Background: an optimization exercise with open tools, aiming at small area, a short achievable clock period and few clock cycles per item. Do not read the settings as production practice.
Where RTL was checked, it was by simulation tests only, not by an equivalence proof against the original.
Power figures rest on the tool's default switching activity, not on a simulated workload.

==> flow/design.v <==
`default_nettype none
package chrl_pkg;
  localparam int unsigned MAX_NODES_DEF = 16;
  localparam int unsigned HASH_BITS_DEF = 64;
  localparam int unsigned TAG_BITS_DEF  = 8;
  localparam int unsigned IN_HASH_W = 64;
  localparam int unsigned IN_TAG_W  = 8;
  localparam int unsigned IN_DATA_W = IN_HASH_W + IN_TAG_W;
  localparam int unsigned IN_USER_W = 1;
  localparam int unsigned OUT_STATUS_W = 2;
  localparam int unsigned OUT_OWNER_W  = 8;
  localparam int unsigned OUT_COUNT_W  = 5;
  localparam int unsigned OUT_USED_W   = OUT_STATUS_W + OUT_OWNER_W + OUT_COUNT_W;
  localparam int unsigned OUT_DATA_W   = ((OUT_USED_W + 7) / 8) * 8;
  localparam int unsigned OUT_OWNER_LO = OUT_STATUS_W;
  localparam int unsigned OUT_COUNT_LO = OUT_STATUS_W + OUT_OWNER_W;
  localparam logic OP_JOIN   = 1'b0;
  localparam logic OP_LOOKUP = 1'b1;
  localparam logic [OUT_STATUS_W-1:0] STAT_OK    = 2'd0;
  localparam logic [OUT_STATUS_W-1:0] STAT_EMPTY = 2'd1;
  localparam logic [OUT_STATUS_W-1:0] STAT_FULL  = 2'd2;
  typedef enum logic [1:0] {
    ST_IDLE,
    ST_LOOK,
    ST_JOIN,
    ST_FIN
  } chrl_state_e;
endpackage
`default_nettype wire
`default_nettype none
module chrl_ram #(
  parameter int unsigned WIDTH = 8,
  parameter int unsigned DEPTH = 16
) (
  input  logic                   clk_i,
  input  logic                   we_i,
  input  logic [WIDTH-1:0]       wdata_i,
  output logic [DEPTH*WIDTH-1:0] data_o     
);
  logic [DEPTH*WIDTH-1:0] mem_q;
  always_ff @(posedge clk_i) begin
    mem_q <= {mem_q[(DEPTH-1)*WIDTH-1:0],
              we_i ? wdata_i : mem_q[(DEPTH-1)*WIDTH +: WIDTH]};
  end
  assign data_o = mem_q;
endmodule
`default_nettype wire
`default_nettype none
import chrl_pkg::*;
module consistent_hash_ring_lookup #(
  parameter int unsigned MAX_NODES = chrl_pkg::MAX_NODES_DEF,
  parameter int unsigned HASH_BITS = chrl_pkg::HASH_BITS_DEF,
  parameter int unsigned TAG_BITS  = chrl_pkg::TAG_BITS_DEF
) (
  input  logic                             clk_i,
  input  logic                             rst_ni,
  input  logic                             s_axis_tvalid,
  output logic                             s_axis_tready,
  input  logic [chrl_pkg::IN_DATA_W-1:0]   s_axis_tdata,
  input  logic [chrl_pkg::IN_USER_W-1:0]   s_axis_tuser,
  output logic                             m_axis_tvalid,
  input  logic                             m_axis_tready,
  output logic [chrl_pkg::OUT_DATA_W-1:0]  m_axis_tdata
);
  localparam int unsigned N      = MAX_NODES;
  localparam int unsigned CNT_W  = $clog2(MAX_NODES + 1);
  localparam int unsigned WORD_W = HASH_BITS + TAG_BITS;
  localparam int unsigned RES_W  = OUT_USED_W;
  localparam int unsigned OBUF   = 3;   
  localparam logic [CNT_W-1:0] CNT_MAX = CNT_W'(MAX_NODES);
  localparam int unsigned HALF_W = HASH_BITS / 2;
  function automatic logic [1:0] half_cmp(input logic [HALF_W-1:0] a, input logic [HALF_W-1:0] b);
    logic [HALF_W-1:0] g, p;
    g = a & ~b;
    p = a | ~b;
    for (int w = 1; w < HALF_W; w = w * 2) begin
      for (int k = 0; k + w < HALF_W; k = k + 2 * w) begin
        p[k] = g[k + w] | (p[k + w] & p[k]);
        g[k] = g[k + w] | (p[k + w] & g[k]);
      end
    end
    half_cmp = {g[0], p[0]};
  endfunction
  logic                 room_q;      
  logic                 join_ok_q;   
  logic                 in_accept;
  logic                 in_join;
  logic [HASH_BITS-1:0] in_hash;
  logic [TAG_BITS-1:0]  in_tag;
  assign s_axis_tready = room_q && (join_ok_q || (s_axis_tuser[0] == OP_LOOKUP));
  assign in_accept     = s_axis_tvalid && s_axis_tready;
  assign in_join       = (s_axis_tuser[0] == OP_JOIN);
  assign in_hash       = s_axis_tdata[HASH_BITS-1:0];
  assign in_tag        = TAG_BITS'(s_axis_tdata[IN_HASH_W +: IN_TAG_W]);
  logic [N-1:0]         vld_q;       
  logic [CNT_W-1:0]     count_q;
  logic                 full;
  logic                 a_ins;       
  logic [N*WORD_W-1:0]  ram_data;
  logic [N-1:0]         ge;          
  assign full  = (count_q == CNT_MAX);
  assign a_ins = in_accept && in_join && !full;
  chrl_ram #(
    .WIDTH (WORD_W),
    .DEPTH (N)
  ) u_ram (
    .clk_i   (clk_i),
    .we_i    (a_ins),
    .wdata_i ({in_tag, ~in_hash}),    
    .data_o  (ram_data)
  );
  always_comb begin
    for (int p = 0; p < N; p++) begin
      logic [1:0] hi, lo;
      hi = half_cmp(~ram_data[p*WORD_W + HALF_W +: HALF_W], in_hash[HALF_W +: HALF_W]);
      lo = half_cmp(~ram_data[p*WORD_W +: HALF_W], in_hash[0 +: HALF_W]);
      ge[p] = (hi[1] | (hi[0] & lo[0])) & vld_q[p];
    end
  end
  logic                 b_valid_q;
  logic                 b_join_q;
  logic                 b_ins_q;       
  logic [N-1:0]         b_ge_q;
  always_ff @(posedge clk_i) begin
    b_join_q <= in_join;
    b_ins_q  <= a_ins;
    b_ge_q   <= ge;
  end
  logic [N-1:0]        prec_q [N];    
  logic [N-1:0]        prec_d [N];
  logic [TAG_BITS-1:0] head_tag_q;    
  logic [N-1:0]        bge;           
  logic [N-1:0]        gm;
  logic [N-1:0]        sel;
  logic [N-1:0]        vld_old;       
  logic                any_ge;
  logic                new_head;
  logic [TAG_BITS-1:0] owner;
  logic [OUT_STATUS_W-1:0] b_status;
  assign bge     = {b_ge_q[N-2:0], b_ge_q[N-1]};
  assign gm      = bge;
  assign any_ge  = |gm;
  assign vld_old = {vld_q[N-1:1], 1'b0};      
  always_comb begin
    for (int p = 0; p < N; p++) begin
      sel[p] = gm[p];
      for (int q = 0; q < N; q++) begin
        if (q < p) begin
          if (gm[q] && prec_q[q][p]) sel[p] = 1'b0;
        end else if (q > p) begin
          if (gm[q] && !prec_q[p][q]) sel[p] = 1'b0;
        end
      end
    end
  end
  always_comb begin
    owner = '0;
    for (int p = 0; p < N; p++) begin
      owner |= sel[p] ? ram_data[p*WORD_W + HASH_BITS +: TAG_BITS] : '0;
    end
    if (!any_ge) owner = head_tag_q;
  end
  assign new_head = &(bge | ~vld_old);
  always_comb begin
    for (int p = 0; p < N; p++) prec_d[p] = '0;
    for (int p = 0; p < N - 1; p++) begin
      for (int q = p + 1; q < N - 1; q++) begin
        prec_d[p+1][q+1] = prec_q[p][q];
      end
      prec_d[0][p+1] = !prec_q[p][N-1];
    end
    if (b_valid_q && b_ins_q) begin
      for (int q = 1; q < N - 1; q++) begin
        prec_d[1][q+1] = bge[q];
      end
      prec_d[0][1] = !bge[N-1];
    end
  end
  always_ff @(posedge clk_i) begin
    for (int p = 0; p < N; p++) begin
      for (int q = p + 1; q < N; q++) begin
        prec_q[p][q] <= prec_d[p][q];
      end
    end
    if (b_valid_q && b_ins_q && new_head) begin
      head_tag_q <= ram_data[HASH_BITS +: TAG_BITS];
    end
  end
  always_comb begin
    if (b_join_q) b_status = b_ins_q ? STAT_OK : STAT_FULL;
    else          b_status = (count_q != '0) ? STAT_OK : STAT_EMPTY;
  end
  logic [RES_W-1:0] b_result;
  assign b_result = {OUT_COUNT_W'(count_q),
                     ((!b_join_q && (count_q != '0)) ? owner : TAG_BITS'(0)),
                     b_status};
  logic [RES_W-1:0] ob_data_q [OBUF];
  logic [OBUF-1:0]  ob_vld_q;         
  logic             ob_pop;
  logic [OBUF-1:0]  ob_vld_pop;       
  assign ob_pop     = ob_vld_q[0] && m_axis_tready;
  assign ob_vld_pop = ob_pop ? (ob_vld_q >> 1) : ob_vld_q;
  always_ff @(posedge clk_i) begin
    for (int i = 0; i < OBUF; i++) begin
      if (b_valid_q && !ob_vld_pop[i] && ((i == 0) ? 1'b1 : ob_vld_pop[i-1])) begin
        ob_data_q[i] <= b_result;
      end else if (ob_pop && (i < OBUF - 1)) begin
        ob_data_q[i] <= ob_data_q[(i < OBUF - 1) ? i + 1 : i];
      end
    end
  end
  logic [2:0] inflight_d;
  logic       room_d;
  logic [N-1:0] vld_d;
  logic [CNT_W-1:0] count_d;
  always_comb begin
    inflight_d = 3'(in_accept) + 3'(b_valid_q) + 3'(ob_vld_pop[0]) + 3'(ob_vld_pop[1]) + 3'(ob_vld_pop[2]);
    room_d     = (inflight_d < 3'(OBUF));
    vld_d      = {vld_q[N-2:0], a_ins ? 1'b1 : vld_q[N-1]};
    count_d    = a_ins ? count_q + CNT_W'(1) : count_q;
  end
  always_ff @(posedge clk_i or negedge rst_ni) begin
    if (!rst_ni) begin
      b_valid_q <= 1'b0;
      ob_vld_q  <= '0;
      room_q    <= 1'b0;
      join_ok_q <= 1'b0;
      vld_q     <= '0;
      count_q   <= '0;
    end else begin
      b_valid_q <= in_accept;
      ob_vld_q  <= b_valid_q ? {ob_vld_pop[OBUF-2:0], 1'b1} : ob_vld_pop;
      room_q    <= room_d;
      join_ok_q <= (count_d == CNT_MAX) || !vld_d[N-1];
      vld_q     <= vld_d;
      count_q   <= count_d;
    end
  end
  assign m_axis_tvalid = ob_vld_q[0];
  assign m_axis_tdata  = OUT_DATA_W'(ob_data_q[0]);
endmodule
`default_nettype wire
==> flow/config.mk <==
export PLATFORM = sky130hd
export DESIGN_NAME = consistent_hash_ring_lookup
export DESIGN_NICKNAME = consistent_hash_ring_lookup
export VERILOG_FILES = /design/flow/design.v
export SDC_FILE = /design/flow/constraint.sdc
export NUM_CORES = 4
export LEC_CHECK = 0
export CAP_MARGIN = 20
export CORE_MARGIN = 2
export CORE_UTILIZATION = 50
export CTS_CLUSTER_DIAMETER = 110
export CTS_CLUSTER_SIZE = 26
export SETUP_SLACK_MARGIN = 2.9
export SLEW_MARGIN = 20
==> flow/constraint.sdc <==
create_clock -name core_clock -period 6.0 [get_ports {clk_i}]
set_input_delay 1.2000 -clock core_clock [delete_from_list [all_inputs] [get_ports {clk_i}]]
set_output_delay 1.2000 -clock core_clock [all_outputs]
set_load 0.01 [all_outputs]
standard.sh (not shown) runs the stock make flow with config.mk's settings and CLKGATE_MAP_FILE= SYNTH_SCRIPT=/design/flow/synth_recipe.tcl, a recipe that flattens the netlist after the stock synthesis.
==> flow/flow/run.sh <==
#!/bin/bash
# The standard layout with two changes:
#  - synthesis maps the logic with flow/abc_map.script (see flow/abc_override.tcl);
#    the synthesis script is otherwise the standard flow's synth_recipe.tcl, unchanged;
#  - the buffers on every input and output port are buf_4 cells instead of the
#    slow delay buffers buffer_ports picks by default.
# Each tool's output goes to a log here: synthesis and the rest of the flow
# write standard.log, and ORFS keeps its per-step logs under orfs/logs.
set -euo pipefail
here=$(pwd)
export FLOW_ABC_SCRIPT="$here/flow/abc_map.script"
export BUFFER_PORTS_ARGS="-buffer_cell sky130_fd_sc_hd__buf_4"
{ head -n 1 synth_recipe.tcl; cat flow/abc_override.tcl; tail -n +2 synth_recipe.tcl; } > my_synth.tcl
sed "s#SYNTH_SCRIPT=[^ ]*synth_recipe.tcl#SYNTH_SCRIPT=$here/my_synth.tcl#" standard.sh > my_standard.sh
grep -q "SYNTH_SCRIPT=$here/my_synth.tcl" my_standard.sh
bash my_standard.sh > standard.log 2>&1
==> flow/flow/abc_map.script <==
strash
ifraig
scorr
dc2
dch -f
map -D 1200
topo
buffer -c
upsize -c -D 1200
dnsize -c -D 1200
==> flow/flow/abc_override.tcl <==
# Map the logic with flow/abc_map.script instead of ORFS's abc_speed.script:
# ORFS hands abc a clock period it reads as 6 ps, and its script then builds
# the 64-bit comparators as long maj3 chains. abc_map.script maps with a
# real delay target and recovers area under it. Everything else about the
# synthesis (registers, flattening, names) is the standard flow's.
proc abc {args} {
  set out {}
  set skip 0
  foreach a $args {
    if {$skip == 1} { lappend out $::env(FLOW_ABC_SCRIPT); set skip 0; continue }
    if {$skip == 2} { set skip 0; continue }
    if {$a eq "-script"} { lappend out $a; set skip 1; continue }
    if {$a eq "-D"} { set skip 2; continue }
    lappend out $a
  }
  yosys abc {*}$out
}
Testbench counts at the start, summed over its fixed seeds: cycles 32,213, items 32,000.
==> next run, changes <==
--- a/flow/design.v
+++ b/flow/design.v
@@ -66,7 +66,7 @@
   localparam int unsigned CNT_W  = $clog2(MAX_NODES + 1);
   localparam int unsigned WORD_W = HASH_BITS + TAG_BITS;
   localparam int unsigned RES_W  = OUT_USED_W;
-  localparam int unsigned OBUF   = 3;   
+  localparam int unsigned OBUF   = 2;   
   localparam logic [CNT_W-1:0] CNT_MAX = CNT_W'(MAX_NODES);
   localparam int unsigned HALF_W = HASH_BITS / 2;
   function automatic logic [1:0] half_cmp(input logic [HALF_W-1:0] a, input logic [HALF_W-1:0] b);
@@ -81,13 +81,13 @@
     end
     half_cmp = {g[0], p[0]};
   endfunction
-  logic                 room_q;      
+  logic                 room;        
   logic                 join_ok_q;   
   logic                 in_accept;
   logic                 in_join;
   logic [HASH_BITS-1:0] in_hash;
   logic [TAG_BITS-1:0]  in_tag;
-  assign s_axis_tready = room_q && (join_ok_q || (s_axis_tuser[0] == OP_LOOKUP));
+  assign s_axis_tready = room && (join_ok_q || (s_axis_tuser[0] == OP_LOOKUP));
   assign in_accept     = s_axis_tvalid && s_axis_tready;
   assign in_join       = (s_axis_tuser[0] == OP_JOIN);
   assign in_hash       = s_axis_tdata[HASH_BITS-1:0];
@@ -209,13 +209,10 @@
       end
     end
   end
-  logic [2:0] inflight_d;
-  logic       room_d;
+  assign room = (32'(b_valid_q) + 32'($countones(ob_vld_pop))) < OBUF;
   logic [N-1:0] vld_d;
   logic [CNT_W-1:0] count_d;
   always_comb begin
-    inflight_d = 3'(in_accept) + 3'(b_valid_q) + 3'(ob_vld_pop[0]) + 3'(ob_vld_pop[1]) + 3'(ob_vld_pop[2]);
-    room_d     = (inflight_d < 3'(OBUF));
     vld_d      = {vld_q[N-2:0], a_ins ? 1'b1 : vld_q[N-1]};
     count_d    = a_ins ? count_q + CNT_W'(1) : count_q;
   end
@@ -223,14 +220,12 @@
     if (!rst_ni) begin
       b_valid_q <= 1'b0;
       ob_vld_q  <= '0;
-      room_q    <= 1'b0;
       join_ok_q <= 1'b0;
       vld_q     <= '0;
       count_q   <= '0;
     end else begin
       b_valid_q <= in_accept;
       ob_vld_q  <= b_valid_q ? {ob_vld_pop[OBUF-2:0], 1'b1} : ob_vld_pop;
-      room_q    <= room_d;
       join_ok_q <= (count_d == CNT_MAX) || !vld_d[N-1];
       vld_q     <= vld_d;
       count_q   <= count_d;
Register-to-register slack is worse by 0.08 ns.
Total power is higher by 13%.
Via count is lower by 1.8%.
Sequential power is higher by about 10%.
Count of clock-buffer cells in the layout is higher by 7.
Sequential share of layout area is lower by 0.18 points.
Cell count is lower by 1.2%.
Routed wire length is lower by 1.1%.
No functional check of the RTL was part of the second run of this note.

-- re-timing with driven ports --
No port has a modelled driver above. Below, the same layouts with a new extraction and two added sets of constraints.
Step 1 sets driving cells, clkbuf_16 on the clock port and buf_2 on the other inputs (assumed; they add their load-dependent delay and slew).
Step 2 times the ports against the registers' clock, not the clock port: input delays grow and output delays shrink by t, the midpoint of the rising clock arrivals with the driver on.
Three values: ideal ports, drivers, drivers and shift; two values: the first two.
run	shift t [ns]	slack for setup (ns)	clock arrival spread, ns
the first run	0.780	2.924 / 2.934 / 2.154	0.029 / 0.030
the second run	0.768	2.746 / 2.706 / 2.247	0.042 / 0.042
After both steps setup and hold are still met in every run listed. The setup slack of the first run, which loses most, moves by +0.010 ns with the drivers and by -0.770 ns with both steps.
